Source: an optimization exercise on an open RTL-to-GDS flow (aim: small area, a short achievable clock period and few clock cycles per item). Production flows keep margins and buffers that such runs may drop. At most, simulation tests tie the RTL to the original design; equivalence was not proved.

Setup of job 5017:
## accel_dynamic_magnitude
module accel_dynamic_magnitude
(
    input  logic        clk,
    input  logic        rst_n,
    input  logic        s_axis_tvalid,
    output logic        s_axis_tready,
    input  logic [47:0] s_axis_tdata,
    output logic        m_axis_tvalid,
    input  logic        m_axis_tready,
    output logic [23:0] m_axis_tdata,
    output logic        m_axis_tuser
);
==> flow/config.mk <==
export PLATFORM = sky130hd
export DESIGN_NAME = accel_dynamic_magnitude
export DESIGN_NICKNAME = accel_dynamic_magnitude
export VERILOG_FILES = /design/flow/design.v
export SDC_FILE = /design/flow/constraint.sdc
export NUM_CORES = 4
export LEC_CHECK = 0
export ABC_AREA = 1
export CAP_MARGIN = 20
export CORE_MARGIN = 2
export CORE_UTILIZATION = 50
export PLACE_DENSITY = 0.65
export SLEW_MARGIN = 20
export TNS_END_PERCENT = 5
==> flow/constraint.sdc <==
create_clock -name core_clock -period 12.0 [get_ports {clk}]
set_input_delay 2.4000 -clock core_clock [delete_from_list [all_inputs] [get_ports {clk}]]
set_output_delay 2.4000 -clock core_clock [all_outputs]
set_load 0.01 [all_outputs]
standard.sh (not shown) runs the stock make flow with config.mk's settings and CLKGATE_MAP_FILE= SYNTH_SCRIPT=/design/flow/synth_recipe.tcl, a recipe that flattens the netlist after the stock synthesis.
==> flow/flow/run.sh <==
#!/bin/bash
set -e
export SETUP_SLACK_MARGIN=7.5
export BUFFER_PORTS_ARGS="-buffer_cell sky130_fd_sc_hd__buf_2"
bash standard.sh > standard.log 2>&1
Having completed the whole flow, job 5017 delivered a layout that passed the timing, design-rule and antenna checks.
Relative to job 5017, the following input files were edited for job 1021:
-- flow/flow/run.sh --
<<< job 5017, line 3
export SETUP_SLACK_MARGIN=7.5
>>> job 1021, line 3
export SETUP_SLACK_MARGIN=7.8
==> run summary <==
Reported for job 5017 and job 1021, synthesized area turned out identical to the last digit.
No run of this note included a check of the RTL's function; only the layout flow was run.


Another version of the RTL of accel_dynamic_magnitude (not shown whole).
Size in the first run: about 6900 cells after synthesis, roughly 830 flip-flops, roughly 79 I/O pins, ~64000 um^2 of cells after synthesis.
export LEC_CHECK = 0
export ABC_AREA = 1
export CAP_MARGIN = 20
export CORE_MARGIN = 2
export CORE_UTILIZATION = 50
export PLACE_DENSITY = 0.65
export SLEW_MARGIN = 20
export TNS_END_PERCENT = 5
create_clock -name core_clock -period 12.0 [get_ports {clk}]
==> flow/flow/run.sh <==
#!/bin/bash
set -e
export SETUP_SLACK_MARGIN=${SETUP_SLACK_MARGIN_OVERRIDE:-7.8}
bash standard.sh > standard.log 2>&1
Testbench counts at the start, summed over its fixed seeds: cycles 3,304, items 3,200.
Then changed:
- CTS_BUF_LIST: default -> sky130_fd_sc_hd__clkbuf_8
- CTS_CLUSTER_SIZE: default -> 30
Effect:
- global-route usage came out higher by 0.10 points
- non-clock buffer count rose by 7
- fmax hardly moves
- area after synthesis stays the same
- count of clock-buffer cells in the layout climbs by 38
- setup slack loses 12 ps
- final area barely changes
- wire length increases by 0.31%


Setup of run 1:
Another version of the RTL of accel_dynamic_magnitude (not shown whole).
For scale: ~830 flip-flops, roughly 79 I/O pins.
export LEC_CHECK = 0
export ABC_AREA = 1
export CAP_MARGIN = 20
export CORE_MARGIN = 2
export CORE_UTILIZATION = 50
export PLACE_DENSITY = 0.65
export SLEW_MARGIN = 20
export TNS_END_PERCENT = 5
create_clock -name core_clock -period 12.0 [get_ports {clk}]
==> flow/flow/run.sh <==
#!/bin/bash
set -e
export SETUP_SLACK_MARGIN=8.6
export BUFFER_PORTS_ARGS="-buffer_cell sky130_fd_sc_hd__buf_2"
bash standard.sh > standard.log 2>&1
Run 1: PASS, flow complete, no timing, DRC or antenna violations
Testbench counts of run 1, summed over its fixed seeds: cycles 3,304, items 3,200.
The inputs of run 2 differ from those of run 1 as listed below.
-- flow/flow/run.sh --
<<< run 1, line 3
export SETUP_SLACK_MARGIN=8.6
>>> run 2, line 3
export SETUP_SLACK_MARGIN=8.2
--- outcome ---
Relative to run 1, the wire length of the first global-routing pass of run 2 is lower by 3.8%.
Critical path depth: run 2 and run 1 compared, higher one is run 2
In the metrics for run 2 and run 1, the one carrying the lower final cell utilization of the core is run 2.
[compare] base=run 1 new=run 2: cell area dropped about 4.6%, final cell count dropped about 2.3%.
Run 2 vs. run 1: share of the cycle needed by the critical path after routing +0.50 points; pin count of the biggest net entering global routing dropped 106; clock period minus final worst setup slack has increased.
#### Input delta (run 3 over run 2)
-- flow/flow/run.sh --
<<< run 2, line 3
export SETUP_SLACK_MARGIN=8.2
>>> run 3, line 3
export SETUP_SLACK_MARGIN=8.5
-- flow/config.mk --
<<< run 2, line 14
export TNS_END_PERCENT = 5
>>> run 3, line 14
export TNS_END_PERCENT = 0
### Flow results
Compared with run 2, run 3 shows non-clock buffer count in the final layout that has gone down by more than a quarter.
Looking at hold slack across both flows, run 3 is the weaker of the two, with run 2 ahead.
Delta (run 3 minus run 2): met3 wire length down 25%; clock network contribution to total cell area was more or less identical; final period demand of the worst path decreased by 0.010 ns relative to the old numbers.
Lower final net count goes to run 3 over run 2.
The inputs of run 4 differ from those of run 3 as listed below.
-- flow/flow/run.sh --
<<< run 3, line 3
export SETUP_SLACK_MARGIN=8.5
>>> run 4, line 3
export SETUP_SLACK_MARGIN=8.2
==> comparison <==
Run 4: no failed stages, no open violations at the end. Termination of the worst setup path: p2_tl6c21[3]$_DFFE_PP_ -> run 3, p2_tl6c22[3]$_DFFE_PP_ -> run 4. In the tables for run 4 and run 3, global-route met3 utilization reads higher with run 4. [compare] base=run 3 new=run 4: number of clock buffers in the layout increased by 10 relative to the old numbers, post-route non-filler standard cell count increased by 29 relative to the old numbers, number of DRC violations after detailed-routing iteration 0 increased by 12% relative to the old numbers. Run 4 does better than run 3 on first-pass GRT wire length. Layout-stage area growth over the synthesis result: run 4 vs run 3 up 0.53 points. Delta (run 4 minus run 3): total routed wirelength level, worst setup slack +0.0083 ns.
Changes in run 5 relative to run 4:
-- flow/flow/run.sh --
<<< run 4, line 3
export SETUP_SLACK_MARGIN=8.2
>>> run 5, line 3
export SETUP_SLACK_MARGIN=8.0
-- flow/config.mk --
<<< run 4, line 14
export TNS_END_PERCENT = 0
>>> run 5, line 14
export TNS_END_PERCENT = 5
## What came out
- [compare] base=run 4 new=run 5: fmax dropped 1.3%.
- Looking only at final worst-path cycle share, and setting everything else aside, the lower value of run 5 and run 4 goes to run 4.
- [compare] base=run 4 new=run 5: sequential cell area share lower; area of all placed cells without fillers higher; count of cell instances traversed by the critical path lower.
- Run 5 vs run 4 — wire length dropped slightly

-- what the ideal ports hide --
Ports are ideal in the flow. The routed layouts listed here were re-timed in OpenROAD. Step 1 (the two cells are an assumption about what drives the block):
set clk [get_ports {clk}]
set_driving_cell -lib_cell sky130_fd_sc_hd__clkbuf_16 $clk
set_driving_cell -lib_cell sky130_fd_sc_hd__buf_2 [delete_from_list [all_inputs] $clk]
Step 2 times the ports against the registers' clock, not the clock port: input delays grow and output delays shrink by t, the midpoint of the rising clock arrivals with the driver on. Three values: ideal ports, drivers, drivers and shift; two values: the first two.
| run | t, ns | slack for setup (ns) | worst slew at a driven data input, ns |
|---|---|---|---|
| job 5017 | 0.764 | 7.399 / 7.399 / 7.061 | 0.08 |
| job 1021 | 0.765 | 7.739 / 7.739 / 7.070 | 0.08 |
| the first run of note 2 | 0.774 | 7.708 / 7.708 / 7.001 | 0.07 |
| the second run of note 2 | 0.935 | 7.696 / 7.696 / 6.946 | 0.07 |
| run 1 | 0.784 | 7.905 / 7.905 / 7.188 | 0.04 |
| run 2 | 0.777 | 7.844 / 7.844 / 7.202 | 0.04 |
| run 3 | 0.788 | 7.855 / 7.855 / 7.194 | 0.05 |
| run 4 | 0.774 | 7.863 / 7.863 / 7.244 | 0.06 |
| run 5 | 0.776 | 7.807 / 7.807 / 7.205 | 0.04 |
After both steps every run listed still meets setup and hold. For the second run of note 2, which loses most, drivers alone change the setup slack by 0.000 ns; drivers and shift together by -0.750 ns.
